Source: an optimization exercise on an open RTL-to-GDS flow (aim: small area, a short achievable clock period and few clock cycles per item). Production flows keep margins and buffers that such runs may drop.
The RTL of this run was laid out without a check of its function.

==> design/flow/design.v <==
package aesPkg;
    typedef logic [7:0]               byteT;
    typedef logic [32-1:0]   wordT;
    typedef logic [127:0]             stateT;
    typedef logic [3:0]               roundT;
    typedef logic [8-1:0]   apbAddrT;
    typedef logic [6:0]               segT;   
    typedef logic [4*3-1:0] bcdT;
    function automatic byteT xtime(byteT b);
        xtime = {b[6:0], 1'b0} ^ (b[7] ? 8'h1b : 8'h00);
    endfunction
    function automatic byteT rconFor(roundT n);
        case (n)
            4'd0:    rconFor = 8'h01;
            4'd1:    rconFor = 8'h02;
            4'd2:    rconFor = 8'h04;
            4'd3:    rconFor = 8'h08;
            4'd4:    rconFor = 8'h10;
            4'd5:    rconFor = 8'h20;
            4'd6:    rconFor = 8'h40;
            4'd7:    rconFor = 8'h80;
            4'd8:    rconFor = 8'h1b;
            default: rconFor = 8'h36;
        endcase
    endfunction
endpackage
`timescale 1ns/1ps
module aesSbox (
    input  aesPkg::byteT in,
    output aesPkg::byteT out
);
    logic U0, U1, U2, U3, U4, U5, U6, U7;
    logic T1, T2, T3, T4, T5, T6, T7, T8, T9, T10, T11, T12;
    logic T13, T14, T15, T16, T17, T18, T19, T20, T21, T22, T23, T24;
    logic T25, T26, T27, M1, M2, M3, M4, M5, M6, M7, M8, M9;
    logic M10, M11, M12, M13, M14, M15, M16, M17, M18, M19, M20, M21;
    logic M22, M23, M24, M25, M26, M27, M28, M29, M30, M32, M33, M35;
    logic M36, M37, M38, M39, M40, M41, M42, M43, M44, M45, M46, M47;
    logic M48, M49, M50, M51, M52, M53, M54, M55, M56, M57, M58, M59;
    logic M60, M61, M62, M63, L0, L1, L2, L3, L4, L5, L6, L7;
    logic L8, L9, L10, L11, L12, L13, L14, L15, L16, L17, L18, L19;
    logic L20, L21, L22, L23, L24, L25, L26, L27, L28, L29;
    assign {U0, U1, U2, U3, U4, U5, U6, U7} = in;
    aesXor2 uT1 (.a(U0), .b(U3), .y(T1));
    aesXor2 uT2 (.a(U0), .b(U5), .y(T2));
    aesXor2 uT3 (.a(U0), .b(U6), .y(T3));
    aesXor2 uT4 (.a(U3), .b(U5), .y(T4));
    aesXor2 uT5 (.a(U4), .b(U6), .y(T5));
    aesXor2 uT6 (.a(T1), .b(T5), .y(T6));
    aesXor2 uT7 (.a(U1), .b(U2), .y(T7));
    aesXor2 uT8 (.a(U7), .b(T6), .y(T8));
    aesXor2 uT9 (.a(U7), .b(T7), .y(T9));
    aesXor2 uT10 (.a(T6), .b(T7), .y(T10));
    aesXor2 uT11 (.a(U1), .b(U5), .y(T11));
    aesXor2 uT12 (.a(U2), .b(U5), .y(T12));
    aesXor2 uT13 (.a(T3), .b(T4), .y(T13));
    aesXor2 uT14 (.a(T6), .b(T11), .y(T14));
    aesXor2 uT15 (.a(T5), .b(T11), .y(T15));
    aesXor2 uT16 (.a(T5), .b(T12), .y(T16));
    aesXor2 uT17 (.a(T9), .b(T16), .y(T17));
    aesXor2 uT18 (.a(U3), .b(U7), .y(T18));
    aesXor2 uT19 (.a(T7), .b(T18), .y(T19));
    aesXor2 uT20 (.a(T1), .b(T19), .y(T20));
    aesXor2 uT21 (.a(U6), .b(U7), .y(T21));
    aesXor2 uT22 (.a(T7), .b(T21), .y(T22));
    aesXor2 uT23 (.a(T2), .b(T22), .y(T23));
    aesXor2 uT24 (.a(T2), .b(T10), .y(T24));
    aesXor2 uT25 (.a(T20), .b(T17), .y(T25));
    aesXor2 uT26 (.a(T3), .b(T16), .y(T26));
    aesXor2 uT27 (.a(T1), .b(T12), .y(T27));
    aesNand2 uM1 (.a(T13), .b(T6), .y(M1));
    aesNand2 uM2 (.a(T23), .b(T8), .y(M2));
    aesXnor2 uM3 (.a(T14), .b(M1), .y(M3));
    aesNand2 uM4 (.a(T19), .b(U7), .y(M4));
    aesXor2 uM5 (.a(M4), .b(M1), .y(M5));
    aesNand2 uM6 (.a(T3), .b(T16), .y(M6));
    aesNand2 uM7 (.a(T22), .b(T9), .y(M7));
    aesXnor2 uM8 (.a(T26), .b(M6), .y(M8));
    aesNand2 uM9 (.a(T20), .b(T17), .y(M9));
    aesXor2 uM10 (.a(M9), .b(M6), .y(M10));
    aesNand2 uM11 (.a(T1), .b(T15), .y(M11));
    aesNand2 uM12 (.a(T4), .b(T27), .y(M12));
    aesXor2 uM13 (.a(M12), .b(M11), .y(M13));
    aesNand2 uM14 (.a(T2), .b(T10), .y(M14));
    aesXor2 uM15 (.a(M14), .b(M11), .y(M15));
    aesXnor2 uM16 (.a(M3), .b(M2), .y(M16));
    aesXor2 uM17 (.a(M5), .b(T24), .y(M17));
    aesXnor2 uM18 (.a(M8), .b(M7), .y(M18));
    aesXor2 uM19 (.a(M10), .b(M15), .y(M19));
    aesXor2 uM20 (.a(M16), .b(M13), .y(M20));
    aesXor2 uM21 (.a(M17), .b(M15), .y(M21));
    aesXor2 uM22 (.a(M18), .b(M13), .y(M22));
    aesXor2 uM23 (.a(M19), .b(T25), .y(M23));
    aesXor2 uM24 (.a(M22), .b(M23), .y(M24));
    aesNand2 uM25 (.a(M22), .b(M20), .y(M25));
    aesXnor2 uM26 (.a(M21), .b(M25), .y(M26));
    aesXor2 uM27 (.a(M20), .b(M21), .y(M27));
    aesXnor2 uM28 (.a(M23), .b(M25), .y(M28));
    aesNand2 uM29 (.a(M28), .b(M27), .y(M29));
    aesNand2 uM30 (.a(M26), .b(M24), .y(M30));
    aesNand3 uM32 (.a(M27), .b(M20), .c(M23), .y(M32));
    aesXnor2 uM33 (.a(M27), .b(M25), .y(M33));
    aesNand3 uM35 (.a(M24), .b(M21), .c(M22), .y(M35));
    aesXnor2 uM36 (.a(M24), .b(M25), .y(M36));
    aesXnor2 uM37 (.a(M21), .b(M29), .y(M37));
    aesXnor2 uM38 (.a(M32), .b(M33), .y(M38));
    aesXnor2 uM39 (.a(M23), .b(M30), .y(M39));
    aesXnor2 uM40 (.a(M35), .b(M36), .y(M40));
    aesXor2 uM41 (.a(M38), .b(M40), .y(M41));
    aesXor2 uM42 (.a(M37), .b(M39), .y(M42));
    aesXor2 uM43 (.a(M37), .b(M38), .y(M43));
    aesXor2 uM44 (.a(M39), .b(M40), .y(M44));
    aesXor2 uM45 (.a(M42), .b(M41), .y(M45));
    aesNand2 uM46 (.a(M44), .b(T6), .y(M46));
    aesNand2 uM47 (.a(M40), .b(T8), .y(M47));
    aesNand2 uM48 (.a(M39), .b(U7), .y(M48));
    aesNand2 uM49 (.a(M43), .b(T16), .y(M49));
    aesNand2 uM50 (.a(M38), .b(T9), .y(M50));
    aesNand2 uM51 (.a(M37), .b(T17), .y(M51));
    aesNand2 uM52 (.a(M42), .b(T15), .y(M52));
    aesNand2 uM53 (.a(M45), .b(T27), .y(M53));
    aesNand2 uM54 (.a(M41), .b(T10), .y(M54));
    aesNand2 uM55 (.a(M44), .b(T13), .y(M55));
    aesNand2 uM56 (.a(M40), .b(T23), .y(M56));
    aesNand2 uM57 (.a(M39), .b(T19), .y(M57));
    aesNand2 uM58 (.a(M43), .b(T3), .y(M58));
    aesNand2 uM59 (.a(M38), .b(T22), .y(M59));
    aesNand2 uM60 (.a(M37), .b(T20), .y(M60));
    aesNand2 uM61 (.a(M42), .b(T1), .y(M61));
    aesNand2 uM62 (.a(M45), .b(T4), .y(M62));
    aesNand2 uM63 (.a(M41), .b(T2), .y(M63));
    aesXor2 uL0 (.a(M61), .b(M62), .y(L0));
    aesXor2 uL1 (.a(M50), .b(M56), .y(L1));
    aesXor2 uL2 (.a(M46), .b(M48), .y(L2));
    aesXor2 uL3 (.a(M47), .b(M55), .y(L3));
    aesXor2 uL4 (.a(M54), .b(M58), .y(L4));
    aesXor2 uL5 (.a(M49), .b(M61), .y(L5));
    aesXnor2 uL6 (.a(M62), .b(L5), .y(L6));
    aesXnor2 uL7 (.a(M46), .b(L3), .y(L7));
    aesXor2 uL8 (.a(M51), .b(M59), .y(L8));
    aesXor2 uL9 (.a(M52), .b(M53), .y(L9));
    aesXnor2 uL10 (.a(M53), .b(L4), .y(L10));
    aesXnor2 uL11 (.a(M60), .b(L2), .y(L11));
    aesXor2 uL12 (.a(M48), .b(M51), .y(L12));
    aesXnor2 uL13 (.a(M50), .b(L0), .y(L13));
    aesXor2 uL14 (.a(M52), .b(M61), .y(L14));
    aesXnor2 uL15 (.a(M55), .b(L1), .y(L15));
    aesXnor2 uL16 (.a(M56), .b(L0), .y(L16));
    aesXnor2 uL17 (.a(M57), .b(L1), .y(L17));
    aesXnor2 uL18 (.a(M58), .b(L8), .y(L18));
    aesXnor2 uL19 (.a(M63), .b(L4), .y(L19));
    aesXor2 uL20 (.a(L0), .b(L1), .y(L20));
    aesXor2 uL21 (.a(L1), .b(L7), .y(L21));
    aesXor2 uL22 (.a(L3), .b(L12), .y(L22));
    aesXor2 uL23 (.a(L18), .b(L2), .y(L23));
    aesXor2 uL24 (.a(L15), .b(L9), .y(L24));
    aesXor2 uL25 (.a(L6), .b(L10), .y(L25));
    aesXor2 uL26 (.a(L7), .b(L9), .y(L26));
    aesXor2 uL27 (.a(L8), .b(L10), .y(L27));
    aesXor2 uL28 (.a(L11), .b(L14), .y(L28));
    aesXor2 uL29 (.a(L11), .b(L17), .y(L29));
    aesXor2 uS0 (.a(L6), .b(L24), .y(out[7]));
    aesXnor2 uS1 (.a(L16), .b(L26), .y(out[6]));
    aesXnor2 uS2 (.a(L19), .b(L28), .y(out[5]));
    aesXor2 uS3 (.a(L6), .b(L21), .y(out[4]));
    aesXor2 uS4 (.a(L20), .b(L22), .y(out[3]));
    aesXor2 uS5 (.a(L25), .b(L29), .y(out[2]));
    aesXnor2 uS6 (.a(L13), .b(L27), .y(out[1]));
    aesXnor2 uS7 (.a(L6), .b(L23), .y(out[0]));
endmodule
module aesSboxN (
    input  aesPkg::byteT in,
    output aesPkg::byteT out
);
    logic U0, U1, U2, U3, U4, U5, U6, U7;
    logic T1, T2, T3, T4, T5, T6, T7, T8, T9, T10, T11, T12;
    logic T13, T14, T15, T16, T17, T18, T19, T20, T21, T22, T23, T24;
    logic T25, T26, T27, M1, M2, M3, M4, M5, M6, M7, M8, M9;
    logic M10, M11, M12, M13, M14, M15, M16, M17, M18, M19, M20, M21;
    logic M22, M23, M24, M25, M26, M27, M28, M29, M30, M32, M33, M35;
    logic M36, M37, M38, M39, M40, M41, M42, M43, M44, M45, M46, M47;
    logic M48, M49, M50, M51, M52, M53, M54, M55, M56, M57, M58, M59;
    logic M60, M61, M62, M63, L0, L1, L2, L3, L4, L5, L6, L7;
    logic L8, L9, L10, L11, L12, L13, L14, L15, L16, L17, L18, L19;
    logic L20, L21, L22, L23, L24, L25, L26, L27, L28, L29;
    assign {U0, U1, U2, U3, U4, U5, U6, U7} = in;
    aesXor2 uT1 (.a(U0), .b(U3), .y(T1));
    aesXor2 uT2 (.a(U0), .b(U5), .y(T2));
    aesXor2 uT3 (.a(U0), .b(U6), .y(T3));
    aesXor2 uT4 (.a(U3), .b(U5), .y(T4));
    aesXor2 uT5 (.a(U4), .b(U6), .y(T5));
    aesXor2 uT6 (.a(T1), .b(T5), .y(T6));
    aesXor2 uT7 (.a(U1), .b(U2), .y(T7));
    aesXnor2 uT8 (.a(U7), .b(T6), .y(T8));
    aesXnor2 uT9 (.a(U7), .b(T7), .y(T9));
    aesXor2 uT10 (.a(T6), .b(T7), .y(T10));
    aesXor2 uT11 (.a(U1), .b(U5), .y(T11));
    aesXor2 uT12 (.a(U2), .b(U5), .y(T12));
    aesXor2 uT13 (.a(T3), .b(T4), .y(T13));
    aesXor2 uT14 (.a(T6), .b(T11), .y(T14));
    aesXor2 uT15 (.a(T5), .b(T11), .y(T15));
    aesXor2 uT16 (.a(T5), .b(T12), .y(T16));
    aesXor2 uT17 (.a(T9), .b(T16), .y(T17));
    aesXor2 uT18 (.a(U3), .b(U7), .y(T18));
    aesXnor2 uT19 (.a(T7), .b(T18), .y(T19));
    aesXnor2 uT20 (.a(T1), .b(T19), .y(T20));
    aesXor2 uT21 (.a(U6), .b(U7), .y(T21));
    aesXor2 uT22 (.a(T7), .b(T21), .y(T22));
    aesXor2 uT23 (.a(T2), .b(T22), .y(T23));
    aesXor2 uT24 (.a(T2), .b(T10), .y(T24));
    aesXor2 uT25 (.a(T20), .b(T17), .y(T25));
    aesXor2 uT26 (.a(T3), .b(T16), .y(T26));
    aesXor2 uT27 (.a(T1), .b(T12), .y(T27));
    aesNand2 uM1 (.a(T13), .b(T6), .y(M1));
    aesNand2 uM2 (.a(T23), .b(T8), .y(M2));
    aesXnor2 uM3 (.a(T14), .b(M1), .y(M3));
    aesNor2 uM4 (.a(T19), .b(U7), .y(M4));
    aesXnor2 uM5 (.a(M4), .b(M1), .y(M5));
    aesNand2 uM6 (.a(T3), .b(T16), .y(M6));
    aesNand2 uM7 (.a(T22), .b(T9), .y(M7));
    aesXnor2 uM8 (.a(T26), .b(M6), .y(M8));
    aesNand2 uM9 (.a(T20), .b(T17), .y(M9));
    aesXor2 uM10 (.a(M9), .b(M6), .y(M10));
    aesNand2 uM11 (.a(T1), .b(T15), .y(M11));
    aesNand2 uM12 (.a(T4), .b(T27), .y(M12));
    aesXor2 uM13 (.a(M12), .b(M11), .y(M13));
    aesNand2 uM14 (.a(T2), .b(T10), .y(M14));
    aesXor2 uM15 (.a(M14), .b(M11), .y(M15));
    aesXnor2 uM16 (.a(M3), .b(M2), .y(M16));
    aesXor2 uM17 (.a(M5), .b(T24), .y(M17));
    aesXnor2 uM18 (.a(M8), .b(M7), .y(M18));
    aesXor2 uM19 (.a(M10), .b(M15), .y(M19));
    aesXor2 uM20 (.a(M16), .b(M13), .y(M20));
    aesXor2 uM21 (.a(M17), .b(M15), .y(M21));
    aesXor2 uM22 (.a(M18), .b(M13), .y(M22));
    aesXor2 uM23 (.a(M19), .b(T25), .y(M23));
    aesXor2 uM24 (.a(M22), .b(M23), .y(M24));
    aesNand2 uM25 (.a(M22), .b(M20), .y(M25));
    aesXnor2 uM26 (.a(M21), .b(M25), .y(M26));
    aesXor2 uM27 (.a(M20), .b(M21), .y(M27));
    aesXnor2 uM28 (.a(M23), .b(M25), .y(M28));
    aesNand2 uM29 (.a(M28), .b(M27), .y(M29));
    aesNand2 uM30 (.a(M26), .b(M24), .y(M30));
    aesNand3 uM32 (.a(M27), .b(M20), .c(M23), .y(M32));
    aesXnor2 uM33 (.a(M27), .b(M25), .y(M33));
    aesNand3 uM35 (.a(M24), .b(M21), .c(M22), .y(M35));
    aesXnor2 uM36 (.a(M24), .b(M25), .y(M36));
    aesXnor2 uM37 (.a(M21), .b(M29), .y(M37));
    aesXnor2 uM38 (.a(M32), .b(M33), .y(M38));
    aesXor2 uM39 (.a(M23), .b(M30), .y(M39));
    aesXnor2 uM40 (.a(M35), .b(M36), .y(M40));
    aesXor2 uM41 (.a(M38), .b(M40), .y(M41));
    aesXnor2 uM42 (.a(M37), .b(M39), .y(M42));
    aesXor2 uM43 (.a(M37), .b(M38), .y(M43));
    aesXnor2 uM44 (.a(M39), .b(M40), .y(M44));
    aesXor2 uM45 (.a(M42), .b(M41), .y(M45));
    aesNand2 uM46 (.a(M44), .b(T6), .y(M46));
    aesNand2 uM47 (.a(M40), .b(T8), .y(M47));
    aesNor2 uM48 (.a(M39), .b(U7), .y(M48));
    aesNand2 uM49 (.a(M43), .b(T16), .y(M49));
    aesNand2 uM50 (.a(M38), .b(T9), .y(M50));
    aesNand2 uM51 (.a(M37), .b(T17), .y(M51));
    aesNand2 uM52 (.a(M42), .b(T15), .y(M52));
    aesNand2 uM53 (.a(M45), .b(T27), .y(M53));
    aesNand2 uM54 (.a(M41), .b(T10), .y(M54));
    aesNand2 uM55 (.a(M44), .b(T13), .y(M55));
    aesNand2 uM56 (.a(M40), .b(T23), .y(M56));
    aesNor2 uM57 (.a(M39), .b(T19), .y(M57));
    aesNand2 uM58 (.a(M43), .b(T3), .y(M58));
    aesNand2 uM59 (.a(M38), .b(T22), .y(M59));
    aesNand2 uM60 (.a(M37), .b(T20), .y(M60));
    aesNand2 uM61 (.a(M42), .b(T1), .y(M61));
    aesNand2 uM62 (.a(M45), .b(T4), .y(M62));
    aesNand2 uM63 (.a(M41), .b(T2), .y(M63));
    aesXor2 uL0 (.a(M61), .b(M62), .y(L0));
    aesXor2 uL1 (.a(M50), .b(M56), .y(L1));
    aesXnor2 uL2 (.a(M46), .b(M48), .y(L2));
    aesXor2 uL3 (.a(M47), .b(M55), .y(L3));
    aesXor2 uL4 (.a(M54), .b(M58), .y(L4));
    aesXor2 uL5 (.a(M49), .b(M61), .y(L5));
    aesXnor2 uL6 (.a(M62), .b(L5), .y(L6));
    aesXnor2 uL7 (.a(M46), .b(L3), .y(L7));
    aesXor2 uL8 (.a(M51), .b(M59), .y(L8));
    aesXor2 uL9 (.a(M52), .b(M53), .y(L9));
    aesXnor2 uL10 (.a(M53), .b(L4), .y(L10));
    aesXnor2 uL11 (.a(M60), .b(L2), .y(L11));
    aesXnor2 uL12 (.a(M48), .b(M51), .y(L12));
    aesXnor2 uL13 (.a(M50), .b(L0), .y(L13));
    aesXor2 uL14 (.a(M52), .b(M61), .y(L14));
    aesXnor2 uL15 (.a(M55), .b(L1), .y(L15));
    aesXnor2 uL16 (.a(M56), .b(L0), .y(L16));
    aesXor2 uL17 (.a(M57), .b(L1), .y(L17));
    aesXnor2 uL18 (.a(M58), .b(L8), .y(L18));
    aesXnor2 uL19 (.a(M63), .b(L4), .y(L19));
    aesXor2 uL20 (.a(L0), .b(L1), .y(L20));
    aesXor2 uL21 (.a(L1), .b(L7), .y(L21));
    aesXor2 uL22 (.a(L3), .b(L12), .y(L22));
    aesXor2 uL23 (.a(L18), .b(L2), .y(L23));
    aesXor2 uL24 (.a(L15), .b(L9), .y(L24));
    aesXor2 uL25 (.a(L6), .b(L10), .y(L25));
    aesXor2 uL26 (.a(L7), .b(L9), .y(L26));
    aesXor2 uL27 (.a(L8), .b(L10), .y(L27));
    aesXor2 uL28 (.a(L11), .b(L14), .y(L28));
    aesXor2 uL29 (.a(L11), .b(L17), .y(L29));
    aesXor2 uS0 (.a(L6), .b(L24), .y(out[7]));
    aesXnor2 uS1 (.a(L16), .b(L26), .y(out[6]));
    aesXnor2 uS2 (.a(L19), .b(L28), .y(out[5]));
    aesXor2 uS3 (.a(L6), .b(L21), .y(out[4]));
    aesXor2 uS4 (.a(L20), .b(L22), .y(out[3]));
    aesXor2 uS5 (.a(L25), .b(L29), .y(out[2]));
    aesXnor2 uS6 (.a(L13), .b(L27), .y(out[1]));
    aesXnor2 uS7 (.a(L6), .b(L23), .y(out[0]));
endmodule
module aesXor2 (
    input  logic a,
    input  logic b,
    output logic y
);
    assign y = a ^ b;
endmodule
module aesXnor2 (
    input  logic a,
    input  logic b,
    output logic y
);
    assign y = ~(a ^ b);
endmodule
module aesNand2 (
    input  logic a,
    input  logic b,
    output logic y
);
    assign y = ~(a & b);
endmodule
module aesNor2 (
    input  logic a,
    input  logic b,
    output logic y
);
    assign y = ~(a | b);
endmodule
module aesNand3 (
    input  logic a,
    input  logic b,
    input  logic c,
    output logic y
);
    assign y = ~(a & b & c);
endmodule
module aesXnorW #(parameter int W = 8) (
    input  logic [W-1:0] a,
    input  logic [W-1:0] b,
    output logic [W-1:0] y
);
    assign y = ~(a ^ b);
endmodule
module aesOai22 (
    input  logic a1,
    input  logic a2,
    input  logic b1,
    input  logic b2,
    output logic y
);
    assign y = ~((a1 | a2) & (b1 | b2));
endmodule
module aesAo22 (
    input  logic a1,
    input  logic a2,
    input  logic b1,
    input  logic b2,
    output logic y
);
    assign y = a1 & a2 | b1 & b2;
endmodule
module aesAoi222 (
    input  logic a1,
    input  logic a2,
    input  logic b1,
    input  logic b2,
    input  logic c1,
    input  logic c2,
    output logic y
);
    assign y = ~(a1 & a2 | b1 & b2 | c1 & c2);
endmodule
module aesNand4 (
    input  logic a,
    input  logic b,
    input  logic c,
    input  logic d,
    output logic y
);
    assign y = ~(a & b & c & d);
endmodule
module aesXorW #(parameter int W = 8) (
    input  logic [W-1:0] a,
    input  logic [W-1:0] b,
    output logic [W-1:0] y
);
    assign y = a ^ b;
endmodule
`timescale 1ns/1ps
module aesKeySchedule (
    input  aesPkg::stateT keyN,
    input  aesPkg::byteT  rcon,
    output aesPkg::stateT nextKey
);
    aesPkg::wordT rotW;
    aesPkg::wordT subW;
    aesPkg::wordT p0N;    
    aesPkg::wordT p1;     
    aesPkg::wordT w23;    
    assign rotW = {keyN[23:0], keyN[31:24]};  
    for (genvar i = 0; i < 4; i++) begin : gSubWord
        aesSboxN uSbox (
            .in  (rotW[8*i +: 8]),
            .out (subW[8*i +: 8])
        );
    end
    aesXorW #(.W(8))  uRcon (.a(keyN[127:120]), .b(rcon), .y(p0N[31:24]));
    assign p0N[23:0] = keyN[119:96];
    aesXorW #(.W(32)) uP1  (.a(p0N), .b(keyN[95:64]), .y(p1));
    aesXorW #(.W(32)) uW23 (.a(keyN[63:32]), .b(keyN[31:0]), .y(w23));
    aesXnorW #(.W(32)) uW0 (.a(subW), .b(p0N), .y(nextKey[127:96]));
    aesXorW  #(.W(32)) uW1 (.a(subW), .b(p1),  .y(nextKey[95:64]));
    aesXnorW #(.W(32)) uW2 (.a(nextKey[95:64]), .b(keyN[63:32]), .y(nextKey[63:32]));
    aesXorW  #(.W(32)) uW3 (.a(nextKey[95:64]), .b(w23), .y(nextKey[31:0]));
endmodule
`timescale 1ns/1ps
module aesRoundEngine (
    input  logic          clk,
    input  logic          rstN,
    input  logic          load,
    input  aesPkg::stateT loadKey,
    input  aesPkg::stateT loadBlock,
    output logic          lastRound,
    output logic          idle,
    output aesPkg::stateT finalOut
);
    aesPkg::roundT round;
    aesPkg::stateT stateRegN;
    aesPkg::stateT keyRegN;
    aesPkg::stateT stateNextN;
    aesPkg::stateT keyNextN;
    logic          loadN;
    aesPkg::stateT addKey;
    aesPkg::stateT shifted;
    aesPkg::stateT mixed;
    aesPkg::stateT nextKey;
    aesPkg::byteT  subB [16];
    assign lastRound = round == 4'd9;
    assign idle      = round == 4'd10;
    aesKeySchedule uKeySched (
        .keyN    (keyRegN),
        .rcon    (aesPkg::rconFor(round)),
        .nextKey (nextKey)
    );
    aesXorW #(.W(128)) uAddKey (.a(stateRegN), .b(keyRegN), .y(addKey));
    for (genvar i = 0; i < 16; i++) begin : gSubShift
        aesSbox uSbox (
            .in  (addKey[127-8*i -: 8]),
            .out (subB[i])
        );
        assign shifted[127-8*i -: 8] = subB[(i % 4) + 4 * (((i / 4) + (i % 4)) % 4)];
    end
    for (genvar c = 0; c < 4; c++) begin : gMix
        aesMixColumn uMix (.col(shifted[127-32*c -: 32]), .mixed(mixed[127-32*c -: 32]));
    end
    aesXorW #(.W(128)) uFinal (.a(shifted), .b(nextKey), .y(finalOut));
    always_ff @(posedge clk or negedge rstN) begin
        if (!rstN)
            round <= 4'd10;
        else if (load)
            round <= '0;
        else if (!idle)
            round <= round + 1'b1;
    end
    assign loadN = ~load;
    for (genvar i = 0; i < 128; i++) begin : gNext
        aesOai22 uStateMux (.a1(mixed[i]), .a2(load), .b1(loadBlock[i]), .b2(loadN),
                            .y(stateNextN[i]));
        aesOai22 uKeyMux (.a1(nextKey[i]), .a2(load), .b1(loadKey[i]), .b2(loadN),
                          .y(keyNextN[i]));
    end
    always_ff @(posedge clk) begin
        stateRegN <= stateNextN;
        keyRegN   <= keyNextN;
    end
endmodule
module aesMixColumn (
    input  aesPkg::wordT col,
    output aesPkg::wordT mixed
);
    aesPkg::byteT b [4];
    aesPkg::byteT p [4];    
    aesPkg::byteT q [4];    
    aesPkg::byteT x [4];    
    logic [2:0]   xr [4];
    for (genvar i = 0; i < 4; i++) begin : gByte
        assign b[i] = col[31-8*i -: 8];
    end
    for (genvar i = 0; i < 4; i++) begin : gCol
        aesXorW #(.W(8)) uP (.a(b[i]), .b(b[(i+1)%4]), .y(p[i]));
        aesXorW #(.W(8)) uQ (.a(p[(i+1)%4]), .b(b[(i+3)%4]), .y(q[i]));
        aesXorW #(.W(3)) uX (.a({p[i][3], p[i][2], p[i][0]}), .b({3{p[i][7]}}), .y(xr[i]));
        assign x[i] = {p[i][6:4], xr[i][2:1], p[i][1], xr[i][0], p[i][7]};
        aesXorW #(.W(8)) uO (.a(q[i]), .b(x[i]), .y(mixed[31-8*i -: 8]));
    end
endmodule
`timescale 1ns/1ps
module aesApbRegs (
    input  logic    clk,
    input  logic    rstN,
    input  aesPkg::apbAddrT paddr,
    input  logic    psel,
    input  logic    penable,
    input  logic    pwrite,
    input  aesPkg::wordT    pwdata,
    output aesPkg::wordT    prdata,
    output logic    pready,
    output logic    pslverr,
    output logic    coreLoad,
    output aesPkg::stateT   coreKey,
    output aesPkg::stateT   coreBlock,
    input  logic    coreLast,
    input  logic    coreIdle,
    input  aesPkg::stateT   coreResult,
    output aesPkg::byteT    resultByte
);
    aesPkg::stateT      keyReg;
    aesPkg::stateT      blockReg;
    aesPkg::stateT      resultReg;
    logic       doneBit;
    logic       busy;        
    logic       pend;        
    logic       access;
    logic       err;
    logic       wrOk;
    logic       startAcc;
    logic       finish;
    logic       merge;       
    logic       wrKB;        
    logic       hitCtrl, hitStatus, hitKey, hitBlock, hitResult;
    logic [1:0] word;
    assign access    = psel && penable;
    assign pready    = 1'b1;  
    assign word      = paddr[3:2];  
    assign hitCtrl   = paddr == 8'h00;
    assign hitStatus = paddr == 8'h04;
    assign hitKey    = paddr[1:0] == 2'b00 && paddr[7:4] == 4'h1;
    assign hitBlock  = paddr[1:0] == 2'b00 && paddr[7:4] == 4'h2;
    assign hitResult = paddr[1:0] == 2'b00 && paddr[7:4] == 4'h3;
    always_comb begin
        err = 1'b0;
        if (!(hitCtrl || hitStatus || hitKey || hitBlock || hitResult))
            err = 1'b1;
        else if (pwrite && (hitStatus || hitResult))
            err = 1'b1;  
        else if (pwrite && busy && (hitCtrl || hitKey || hitBlock))
            err = 1'b1;  
    end
    assign pslverr  = access && err;
    assign wrOk     = access && pwrite && !err;
    assign startAcc = wrOk && hitCtrl && pwdata[0];
    assign merge    = psel && pwrite && !busy && (hitKey || hitBlock);
    assign wrKB     = merge && penable;
    assign finish   = coreLast && (busy || startAcc);
    aesPkg::wordT wdata;
    assign wdata = rstN ? pwdata : '0;
    logic [3:0] selKey, selKeyN, selBlock, selBlockN;
    for (genvar w = 0; w < 4; w++) begin : gMerge
        assign selKey[w]    = !rstN || (merge && hitKey && word == 2'(w));
        assign selBlock[w]  = !rstN || (merge && hitBlock && word == 2'(w));
        assign selKeyN[w]   = ~selKey[w];
        assign selBlockN[w] = ~selBlock[w];
        for (genvar j = 0; j < 32; j++) begin : gBit
            aesAo22 uKey (.a1(wdata[31-j]), .a2(selKey[w]), .b1(keyReg[127-32*w-j]),
                          .b2(selKeyN[w]), .y(coreKey[127-32*w-j]));
            aesAo22 uBlock (.a1(wdata[31-j]), .a2(selBlock[w]), .b1(blockReg[127-32*w-j]),
                            .b2(selBlockN[w]), .y(coreBlock[127-32*w-j]));
        end
    end
    assign coreLoad = (merge && !penable) || (wrKB != pend) || (startAcc && coreIdle);
    logic [3:0]   selRdK, selRdB, selRdR;
    logic         selRdS;
    logic [3:0]   rdG [32];
    logic [1:0]   status;
    logic [1:0]   statusG;
    logic [1:0]   rdLow;
    for (genvar w = 0; w < 4; w++) begin : gRdSel
        assign selRdK[w] = paddr[5:4] == 2'd1 && word == 2'(w);
        assign selRdB[w] = paddr[5:4] == 2'd2 && word == 2'(w);
        assign selRdR[w] = paddr[5:4] == 2'd3 && word == 2'(w);
    end
    assign selRdS = paddr[5:4] == 2'd0 && paddr[2];
    assign status = {doneBit, busy};
    for (genvar j = 0; j < 32; j++) begin : gRd
        aesAoi222 uG0 (.a1(keyReg[127-j]),    .a2(selRdK[0]), .b1(keyReg[95-j]),     .b2(selRdK[1]),
                       .c1(keyReg[63-j]),     .c2(selRdK[2]), .y(rdG[j][0]));
        aesAoi222 uG1 (.a1(keyReg[31-j]),     .a2(selRdK[3]), .b1(blockReg[127-j]),  .b2(selRdB[0]),
                       .c1(blockReg[95-j]),   .c2(selRdB[1]), .y(rdG[j][1]));
        aesAoi222 uG2 (.a1(blockReg[63-j]),   .a2(selRdB[2]), .b1(blockReg[31-j]),   .b2(selRdB[3]),
                       .c1(resultReg[127-j]), .c2(selRdR[0]), .y(rdG[j][2]));
        aesAoi222 uG3 (.a1(resultReg[95-j]),  .a2(selRdR[1]), .b1(resultReg[63-j]),  .b2(selRdR[2]),
                       .c1(resultReg[31-j]),  .c2(selRdR[3]), .y(rdG[j][3]));
        if (j < 30) begin : gHigh
            aesNand4 uOr (.a(rdG[j][0]), .b(rdG[j][1]), .c(rdG[j][2]), .d(rdG[j][3]),
                          .y(prdata[31-j]));
        end else begin : gLow
            assign statusG[31-j] = ~(status[31-j] && selRdS);
            assign rdLow[31-j]   = rdG[j][0] && rdG[j][1] && rdG[j][2] && rdG[j][3];
            assign prdata[31-j]  = ~(rdLow[31-j] && statusG[31-j]);
        end
    end
    aesPkg::stateT resultNext;
    logic          resLoad, resHold;
    assign resLoad = rstN && finish;
    assign resHold = rstN && !finish;
    for (genvar j = 0; j < 128; j++) begin : gRes
        aesAo22 uRes (.a1(coreResult[j]), .a2(resLoad), .b1(resultReg[j]), .b2(resHold),
                      .y(resultNext[j]));
    end
    always_ff @(posedge clk) begin
        keyReg    <= coreKey;
        blockReg  <= coreBlock;
        resultReg <= resultNext;
    end
    always_ff @(posedge clk or negedge rstN) begin
        if (!rstN) begin
            doneBit    <= 1'b0;
            busy       <= 1'b0;
            pend       <= 1'b0;
        end else begin
            pend <= merge && !penable;
            if (finish) begin
                doneBit <= 1'b1;
                busy    <= 1'b0;
            end else if (startAcc) begin
                doneBit <= 1'b0;
                busy    <= 1'b1;
            end
        end
    end
    assign resultByte = resultReg[7:0];
endmodule
`timescale 1ns/1ps
module aesSegDisplay (
    input  aesPkg::byteT                 value,
    output logic [3*7-1:0]     segOut
);
    function automatic logic [3:0] add3(logic [3:0] a);
        logic t00, t01, t02, t03, t04, t05, t06, t07, t08, t09, t10, t11;
        logic [3:0] y;
        t11 = a[2] & ~(a[0]);
        t00 = a[3] | t11;
        t01 = a[0] | ~(a[3]);
        t02 = a[1] & ~(a[3]);
        t03 = t01 & ~(t02);
        y[2] = t00 & t03;
        t04 = t11 | ~(t02);
        y[1] = ~(t01 & t04);
        t05 = a[2] | ~(a[0]);
        t06 = a[3] | t05;
        t07 = ~(t11 & t02);
        t08 = t06 & t07;
        y[0] = ~(t01 & t08);
        t09 = a[0] | a[1];
        t10 = a[2] & t09;
        y[3] = a[3] | t10;
        add3 = y;
    endfunction
    function automatic logic [6:0] seg7(logic [3:0] a);
        logic t00, t01, t02, t03, t04, t05, t06, t07, t08, t09, t10, t11, t12;
        logic [6:0] y;
        t00 = a[1] | a[0];
        t01 = a[2] & ~(a[1]);
        t02 = ~(a[1] & a[0]);
        t03 = a[2] & t02;
        t04 = ~(a[3] | t03);
        y[5] = t00 & t04;
        t05 = t01 & ~(a[3]);
        y[4] = a[0] | t05;
        t06 = ~(a[2] & t00);
        t07 = ~(t00 & t03);
        t08 = a[2] | ~(a[1]);
        t09 = ~(a[2] | a[0]);
        t10 = ~(a[3] | t09);
        t11 = t08 & t10;
        y[3] = t07 & t11;
        t12 = a[0] | a[3];
        y[2] = ~(t08 | t12);
        y[1] = ~(a[3] | t07);
        y[0] = t06 & t11;
        y[6] = t04 & t08;
        seg7 = y;
    endfunction
    function automatic logic [6:0] seg3(logic [1:0] a);
        logic [6:0] y;
        y[2] = a[1] & ~(a[0]);
        y[6] = a[0] | ~(a[1]);
        y[0] = a[0] & ~(a[1]);
        y[5] = a[0] ^ a[1];
        { y[4:3], y[1] } = { y[0], y[0], 1'h0 };
        seg3 = y;
    endfunction
    logic [3:0] c1, c2, c3, c4, c5, c6, c7;
    assign c1 = add3({1'b0, value[7:5]});
    assign c2 = add3({c1[2:0], value[4]});
    assign c3 = add3({c2[2:0], value[3]});
    assign c4 = add3({c3[2:0], value[2]});
    assign c5 = add3({c4[2:0], value[1]});
    assign c6 = add3({1'b0, c1[3], c2[3], c3[3]});
    assign c7 = add3({c6[2:0], c4[3]});
    assign segOut[20:14] = seg3({c6[3], c7[3]});
    assign segOut[13:7]  = seg7({c7[2:0], c5[3]});
    assign segOut[6:0]   = seg7({c5[2:0], value[0]});
endmodule
`timescale 1ns/1ps
module aesTop (
    input  logic        clk,
    input  logic        rstN,
    input  aesPkg::apbAddrT     paddr,
    input  logic        psel,
    input  logic        penable,
    input  logic        pwrite,
    input  aesPkg::wordT        pwdata,
    output aesPkg::wordT        prdata,
    output logic        pready,
    output logic        pslverr,
    output logic [20:0] segOut
);
    aesPkg::byteT resultByte;
    logic  coreLoad;
    aesPkg::stateT coreKey;
    aesPkg::stateT coreBlock;
    logic  coreLast;
    logic  coreIdle;
    aesPkg::stateT coreResult;
    aesApbRegs uRegs (
        .clk        (clk),
        .rstN       (rstN),
        .paddr      (paddr),
        .psel       (psel),
        .penable    (penable),
        .pwrite     (pwrite),
        .pwdata     (pwdata),
        .prdata     (prdata),
        .pready     (pready),
        .pslverr    (pslverr),
        .coreLoad   (coreLoad),
        .coreKey    (coreKey),
        .coreBlock  (coreBlock),
        .coreLast   (coreLast),
        .coreIdle   (coreIdle),
        .coreResult (coreResult),
        .resultByte (resultByte)
    );
    aesRoundEngine uEngine (
        .clk       (clk),
        .rstN      (rstN),
        .load      (coreLoad),
        .loadKey   (coreKey),
        .loadBlock (coreBlock),
        .lastRound (coreLast),
        .idle      (coreIdle),
        .finalOut  (coreResult)
    );
    aesSegDisplay uDisplay (
        .value  (resultByte),
        .segOut (segOut)
    );
endmodule
==> design/flow/run.sh <==
#!/bin/bash
# synth_recipe.tcl (not shown) runs the flow's synth.tcl, then flattens the netlist and writes it again
# the make line also repeats each setting of config.mk as NAME=value (left out here)
make -C /OpenROAD-flow-scripts/flow DESIGN_CONFIG=/design/flow/config.mk WORK_HOME=/design/flow/orfs CLKGATE_MAP_FILE= SYNTH_SCRIPT=/design/flow/synth_recipe.tcl finish
==> design/flow/config.mk <==
export PLATFORM = sky130hd
export DESIGN_NAME = aesTop
export DESIGN_NICKNAME = aesTop
export VERILOG_FILES = /design/flow/design.v
export SDC_FILE = /design/flow/constraint.sdc
export NUM_CORES = 4
export LEC_CHECK = 0
export CAP_MARGIN = 20
export CELL_PAD_IN_SITES_DETAIL_PLACEMENT = 1
export CELL_PAD_IN_SITES_GLOBAL_PLACEMENT = 1
export CORE_MARGIN = 2
export CORE_UTILIZATION = 45
export CTS_CLUSTER_DIAMETER = 100
export CTS_CLUSTER_SIZE = 20
export PLACE_DENSITY = 0.55
export SETUP_SLACK_MARGIN = 1.1
export SLEW_MARGIN = 20
export SYNTH_HIERARCHICAL = 1
==> design/flow/constraint.sdc <==
create_clock -name core_clock -period 8.0 [get_ports {clk}]
set_input_delay 1.6000 -clock core_clock [delete_from_list [all_inputs] [get_ports {clk}]]
set_output_delay 1.6000 -clock core_clock [all_outputs]
set_load 0.01 [all_outputs]
==> impl_summary.log <==
[metrics] dominant cell type by area after synthesis: sky130_fd_sc_hd__xor2_1
[metrics] mean number of vias per cell: slightly below 6
[metrics] Area contributors post-synth: sky130_fd_sc_hd__xor2_1 (39%), sky130_fd_sc_hd__dfxtp_1 (27%), sky130_fd_sc_hd__xnor2_1 (11%)
[metrics] worst hold slack across all endpoints: roughly 0.48 ns
[metrics] longest individual stage delay on the worst path: 0.43 ns
[metrics] Hold Path Class: reg2reg
[metrics] Max-Cap Viols: 0
[metrics] Crit path required time: 8.35 ns
[metrics] antenna violation net count after detailed routing: 0
[metrics] fraction of synthesis flops using an asynchronous set or reset pin: 1.08%
[metrics] maximum number of pins on one net before global-route repair: 160
[metrics] synthesized-area fraction occupied by ao, oa, aoi and oai cells: about 14%
[metrics] clock transition at the registers of the reported paths: roughly 0.090 ns
[metrics] mux cell area share after synthesis: 0.0961%
[metrics] depth of the worst register-to-register path: 22
[metrics] syn_nets: 5,223
[metrics] clock insertion delay at the later pin of the skew report: ~0.6 ns
[metrics] vias post-DR: 40,800
[metrics] Mapped Area: 48,200 um2
[metrics] count of cell instances traversed by the critical path: 22
[metrics] Final nets: 5,557
[metrics] part of the cycle the worst path needs: 84.6%
[metrics] final critical delay including setup and external delays: around 6.8 ns
[metrics] number of buffers inserted by hold repair at cts: 0
[metrics] most common cell in the synthesized netlist: sky130_fd_sc_hd__xor2_1
[metrics] count of pins over their slew limit: 0
[metrics] number of DRC markers after the initial detailed-route iteration: 4,439
[metrics] H-tree Lvls: 2
[metrics] WHS Path Cells: 1
[metrics] arrival time at the worst endpoint: 7.12 ns
[metrics] number of enable-type register cells in the synthesized netlist: 0
[metrics] Worst setup SP type: register
[metrics] dominant combinational cell family by area after synthesis: XOR/XNOR gates
[metrics] num ports: 100
[metrics] GP Congestion: between 0.9 and 1
[metrics] Clk Tree Root Cell: sky130_fd_sc_hd__clkbuf_16
[metrics] setup-violating endpoint count in the final report: 0
[metrics] core footprint: 107,000 um2
[metrics] global router's overall resource usage: 35.7%
[metrics] mean instance size in the synthesized netlist: 9.32 um2
[metrics] Remaining DRCs: 0
[metrics] maximum buffer depth of the clock tree: 3
[metrics] TritonCTS clock tree: built
[metrics] share of the synthesized area in the top cell type: roughly 40%
[metrics] floorplan row count: 120
[metrics] count of distinct cell types in the synthesized netlist: between 70 and 80
[metrics] Warnings, synthesis: 19
[metrics] number of optimization iterations in the first detailed-route pass: 9
[metrics] leading post-synthesis cells by instance count: sky130_fd_sc_hd__xor2_1 (2,157), sky130_fd_sc_hd__dfxtp_1 (640), sky130_fd_sc_hd__xnor2_1 (617)
[metrics] Critical Path, Cell by Cell: xor2_2 > xor2_4 > xor2_4 > xor2_1 > nand2_1 > xor2_1 > xor2_1 > xor2_2 > xor2_2 > nand2_1 > xnor2_2 > xor2_1 > xor2_1 > nand2_1 > xor2_1 > xor2_1 > xor2_2 > buf_4 > xor2_4 > xor2_1 > xor2_2 > o22ai_1
[metrics] xor and xnor fraction of the mapped netlist area: 50.5%
[metrics] number of buffers added by the clock tree synthesis step: 39
[metrics] overall die height: 331 um
[metrics] fill cell count: 11,900
[metrics] Port Buf Inserts: 97
[metrics] Fmax: between 0.1 and 0.15 GHz
[metrics] critical path type: reg2reg
[metrics] DIE WIDTH: 331 um
[metrics] Final Hold Fails: 0
[metrics] actual slew at the worst max-slew pin: 1.23 ns
[metrics] status: finished clean
[metrics] signed area change from the synthesized netlist to the final layout: 18.3%
[metrics] average detailed-routed wire length per instance: 29.5 um
[metrics] fraction of the mapped netlist area in adder cells: less than 1%
[metrics] cell with the most instances on the worst path: sky130_fd_sc_hd__xor2_1
[metrics] number of antenna violations at the first check in global routing: 4
[metrics] post-layout util: 53.5%
[metrics] Clock Sinks: 647
[metrics] final routed wirelength across all metal layers: roughly 200,000 um
[metrics] Setup crit end kind: register
[metrics] GR Overflow Total: 0
[metrics] count of state elements after synthesis: 647
[metrics] fraction of final layout cells with drive strength greater than 1: 12.5%
[metrics] Crit Path Max Fanout: 5
[metrics] die outline area: 110,000 um2
[metrics] worst slew margin relative to its limit: 17.8%
[metrics] starting utilization of the core area: 45.2%
[metrics] simple-gate share of the synthesized area: 7.39%
[metrics] dpl hpwl: roughly 150,000 um
[metrics] Seq/Total Area, Yosys: a little over a quarter
[metrics] combined buffer and inverter count along the critical path: 1
[metrics] slowest stage cell, crit path: sky130_fd_sc_hd__dfxtp_1
[metrics] setup repair after global routing missed its margin: yes
[metrics] clock skew after layout: 0.0215 ns
[metrics] via count of the first global-routing pass: 41,800
[metrics] Crit path max-delay family: XOR/XNOR gates
[metrics] global-route wire length before repair: 293,000 um
[metrics] most used flip-flop cell after synthesis: sky130_fd_sc_hd__dfxtp_1
[metrics] cell count after synthesis: roughly 5,200
-- state kept, by name, summed over array words and instances (netlist names) --
name               count
uRegs.busy             1
uRegs.blockReg       128
uEngine.stateRegN    128
uRegs.resultReg      128
uEngine.keyRegN      128
uRegs.keyReg         128
uRegs.doneBit          1
uEngine.round          4
uRegs.pend             1
-- per-stage QoR --
step           setup WS, ns  instance area, um2  instances  setup TNS, ns
2_1_floorplan         -3.46               48200       5170        -886.96
3_3_place_gp          0.346               52600       6837              0
3_5_place_dp          0.358               52600       6837              0
4_1_cts                1.10               54400       6890              0
5_1_grt               0.898               57000       6917              0
6_report               1.23               57000       6920              0
-- placed cells by master, fill, tap and decap left out, types with 7 or more instances in the layout --
master,instances
sky130_fd_sc_hd__ha_1,8
sky130_fd_sc_hd__xnor2_1,551
sky130_fd_sc_hd__nor2_1,27
sky130_fd_sc_hd__nor3_1,8
sky130_fd_sc_hd__o22ai_1,257
sky130_fd_sc_hd__xor2_1,1888
sky130_fd_sc_hd__dfxtp_1,621
sky130_fd_sc_hd__xor2_4,45
sky130_fd_sc_hd__o21ai_4,8
sky130_fd_sc_hd__buf_4,224
sky130_fd_sc_hd__clkdlybuf4s50_1,96
sky130_fd_sc_hd__a22o_1,385
sky130_fd_sc_hd__xnor2_2,61
sky130_fd_sc_hd__clkbuf_16,41
sky130_fd_sc_hd__nand2b_1,13
sky130_fd_sc_hd__nand2_1,611
sky130_fd_sc_hd__nand4_1,33
sky130_fd_sc_hd__inv_1,16
sky130_fd_sc_hd__and2_1,34
sky130_fd_sc_hd__buf_12,11
sky130_fd_sc_hd__nand3_1,47
sky130_fd_sc_hd__a222oi_1,128
sky130_fd_sc_hd__nor2b_1,7
sky130_fd_sc_hd__o21ai_1,7
sky130_fd_sc_hd__nor2_4,14
sky130_fd_sc_hd__dfxtp_2,19
sky130_fd_sc_hd__a21oi_1,9
sky130_fd_sc_hd__xor2_2,225
-- worst paths after layout --
check	start	to	slack (ns)
max in group asynchronous	rstN	uEngine.round[2]	6.05
worst min register to register	uRegs.resultReg[37]	uRegs.resultReg[37]	0.48
worst max register to register	uEngine.keyRegN[79]	uEngine.stateRegN[20]	1.23
min in group asynchronous	rstN	uEngine.round[0]	1.45
worst min-delay path	uRegs.resultReg[37]	uRegs.resultReg[37]	0.48
worst max-delay path	uEngine.keyRegN[79]	uEngine.stateRegN[20]	1.23
-- metal layers --
metal	share of wire (%)	global-route usage (%)	routed length (um)
met2	46	58.1	93400
met1	42	47.3	85800
met3	7.3	4.95	14800
met5	0.0054	0	11
met4	5.0	14.9	10200
-- Yosys stat by module (local to each module, per instance), a selection --
| module | flip-flops and latches | copies in the design | cells inside | area, um2 |
|---|---|---|---|---|
| aesAo22 | 0 | 384 | 1 | 8.76 |
| aesAoi222 | 0 | 128 | 1 | 10.0 |
| aesApbRegs | 387 | 1 | 508 | 8490 |
| aesNand3 | 0 | 40 | 1 | 5.00 |
| aesNand4 | 0 | 30 | 1 | 6.26 |
| aesSegDisplay | 0 | 1 | 159 | 1070 |
| aesXnor2 | 0 | 548 | 1 | 8.76 |
-- area by class of cell --
cell class	count	area, um2	area share, %
clock inverter	4	37.5	0.0658
multi-input combinational	4468	38200	67.0
timing repair buffer	331	2860	5.02
tap	1403	1760	3.08
antenna	4	10.0	0.0176
sequential	647	13000	22.8
inverter	17	71.3	0.125
clock buffer	46	1060	1.87
-- cell families after synthesis --
kind of cell | Yosys count
buffers and inverters | 55
and+or+nand+nor | 830
AOI/OAI and AO/OA | 849
adders and majority gates | 8
xor gates and xnor gates | 2775
DFF | 647
other | 2
muxes | 4
-- what timing repair did --
action / CTS / global route
resized for setup: 95 / 305
buffers inserted: 3 / 26
pin swaps: 3 / 23
endpoints found under the setup margin: 86 / 209

re-timing with driven ports:
In the flow no input, the clock included, has a driving cell. The finished layout below was timed again as built, in two steps.
Step 1, drivers: a clkbuf_16 drives clk and a buf_2 each remaining input, both assumed.
Step 2 adds t to the input delays and takes it off the output delays; t is the mean of the earliest and latest rising clock arrival at the registers after step 1. Input paths then give back, and output paths get back, about the clock's delay inside the block.
a / b / c = ideal ports / drivers / drivers and shift; a / b = the first two.
t (ns): 0.671
slack for setup (ns): 1.234 / 1.213 / 1.213
slew at the worst register clock pin (ns): 0.09 / 0.09
cell pins on the clock port's net: 1
After both steps setup and hold are still met in this run. The setup slack of this run moves by -0.021 ns with the drivers and by -0.021 ns with both steps.
